Background: an optimization exercise with open tools, aiming at a short achievable clock period and few clock cycles per item. Do not read the settings as production practice. Function was checked by simulation only, so behaviour that the tests miss may differ from the original. Power and IR drop assume default switching activity.

== v37 ==
## md_lr_top
module md_lr_top (
  input  logic                         clk,
  input  logic                         rst,
  output logic                         pready,
  input  logic                         pvalid,
  input  logic [md_lr_pkg::PADDRW-1:0] paddr,
  input  md_lr_pkg::particle_t         pwdata,
  input  logic                         plast,
  input  logic                         fready,
  output logic                         fvalid,
  output logic [md_lr_pkg::PADDRW-1:0] faddr,
  output logic                         flast,
  output md_lr_pkg::force_t            fdata
);
clock: 10.0 ns
lec_check: 0
cap_margin: 20
core_margin: 2
core_utilization: 58
slew_margin: 20
standard.sh (not shown) runs the stock make flow with config.mk's settings and CLKGATE_MAP_FILE= SYNTH_SCRIPT=/design/flow/synth_recipe.tcl, a recipe that flattens the netlist after the stock synthesis.
==> flow/flow/run.sh <==
#!/bin/bash
# The standard layout, with repair_timing asked to leave setup slack
# beyond the design's clock period, so that it works on every path longer
# than the target. The SDC and every other setting stay the standard flow's.
set -euo pipefail
bash standard.sh SETUP_SLACK_MARGIN=6.8 finish > standard_make.log 2>&1
v37: full flow OK, the timing, DRC and antenna checks passed
Testbench counts of v37, summed over its fixed seeds: cycles 1,382, items 1,214.
Setup changes, v37 to v16
- swapping 58 for 40 in CORE_UTILIZATION
==> comparison <==
- The maximum clock frequency of v16 is higher than that of v37.
- Comparing v37 against v16, there is no change at all in mux share of post-synthesis cell area.
- v16 vs v37 — number of tapcells climbed by more than a quarter
- Combinational power (v16 over v37): increase, about 2%
- Max detailed route wirelength on metal2 across v16 and v37: v16
- In the flow results for v16 and v37, the met1 layer wirelength in the final routing is larger on v16.
- v16 vs. v37: fraction of area in registers went down by 0.83 points.
For v12, these inputs were changed with respect to v16:
- CORE_UTILIZATION now 50, was 40
==> notes.md <==
v16 -> v12: non-clock buffer count decreased by a few percent. Cells: v12 has fewer instances than v16. v12 ends up with a sequential share of layout area that is 0.55 points higher than in v16. Setup slack after layout in v12 vs v16: down 0.096 ns. Average wire per standard cell in v12 vs v16: up 1.1 um. Per the comparison of v12 with v16, number of resized instances in the post-cts repair step fell 26; cell area fell 1500 sq um.

* * *

oak:
Another version of the RTL of md_lr_top (not shown whole).
Size: roughly 84 I/O pins.
==> flow/config.mk <==
export PLATFORM = sky130hd
export DESIGN_NAME = md_lr_top
export DESIGN_NICKNAME = md_lr_top
export VERILOG_FILES = /design/flow/design.v
export SDC_FILE = /design/flow/constraint.sdc
export NUM_CORES = 4
export LEC_CHECK = 0
export CAP_MARGIN = 20
export CORE_MARGIN = 2
export CORE_UTILIZATION = 40
export SLEW_MARGIN = 20
==> flow/constraint.sdc <==
create_clock -name core_clock -period 10.0 [get_ports {clk}]
set_input_delay 2.0000 -clock core_clock [delete_from_list [all_inputs] [get_ports {clk}]]
set_output_delay 2.0000 -clock core_clock [all_outputs]
set_load 0.01 [all_outputs]
Scripts as last shown in full above: flow/flow/run.sh
oak completed end to end with timing, DRC and antenna clean.
Testbench counts of oak, summed over its fixed seeds: cycles 1,382, items 1,214.
Changes in pine relative to oak:
# oak
export LEC_CHECK = 0
export CAP_MARGIN = 20
export CORE_MARGIN = 2
export CORE_UTILIZATION = 40
export SLEW_MARGIN = 20
create_clock -name core_clock -period 10.0 [get_ports {clk}]
# pine
export LEC_CHECK = 0
export CAP_MARGIN = 20
export CORE_MARGIN = 2
export CORE_UTILIZATION = 70
export SLEW_MARGIN = 20
create_clock -name core_clock -period 10.0 [get_ports {clk}]
[summary]
- pine ended with more effective utilization at floorplan than oak.
- Diff pine..oak | number of buffers inserted by port buffering | unchanged
- The lower number of instances resized during post-cts repair of oak and pine is in pine.
- Summary of pine over oak: horizontal extent of the die down about 24%, post-place setup slack now smaller, post-synthesis async set-or-reset flop share barely changed, deepest clock path buffer count shrank by 1, average size of a mapped cell now sits at about the same level.
- In pine relative to oak, global placement routability congestion had gone up by more than 10%.
- TritonCTS buffer count in pine is 12% lower than in oak
- Flow for pine halted at 5_1_grt, error code GRT-0232.
- Against oak, pine comes in 50 lower on placement row count.

[port drivers added, routing unchanged]
The results above use ideal ports. As a check the final layouts listed here were re-extracted and re-timed, cells and wires unchanged. Step 1 assumes that a clkbuf_16 drives the clock port and a buf_2 every other input. Step 2 adds t to the input delays and takes it off the output delays; t is the mean of the earliest and latest rising clock arrival at the registers after step 1. Input paths then give back, and output paths get back, about the clock's delay inside the block. Slacks: no drivers / after step 1 / after step 2; pairs: no drivers / after step 1.
| run | shift t [ns] | slack for setup (ns) | worst hold slack (ns) | worst setup path at the end | clock arrival spread, ns |
|---|---|---|---|---|---|
| v37 | 0.996 | 6.563 / 6.466 / 5.776 | 0.312 / 0.312 / 0.312 | input to register | 0.062 / 0.062 |
| v16 | 0.966 | 6.621 / 6.524 / 5.855 | 0.324 / 0.324 / 0.324 | input to register | 0.085 / 0.085 |
| v12 | 1.022 | 6.525 / 6.429 / 5.767 | 0.311 / 0.311 / 0.311 | input to register | 0.086 / 0.087 |
| oak | 1.042 | 6.383 / 6.288 / 6.009 | 0.325 / 0.325 / 0.325 | input to register | 0.120 / 0.120 |
After both steps setup and hold are still met in every run listed. The setup slack of v37, which loses most, moves by -0.097 ns with the drivers and by -0.787 ns with both steps.
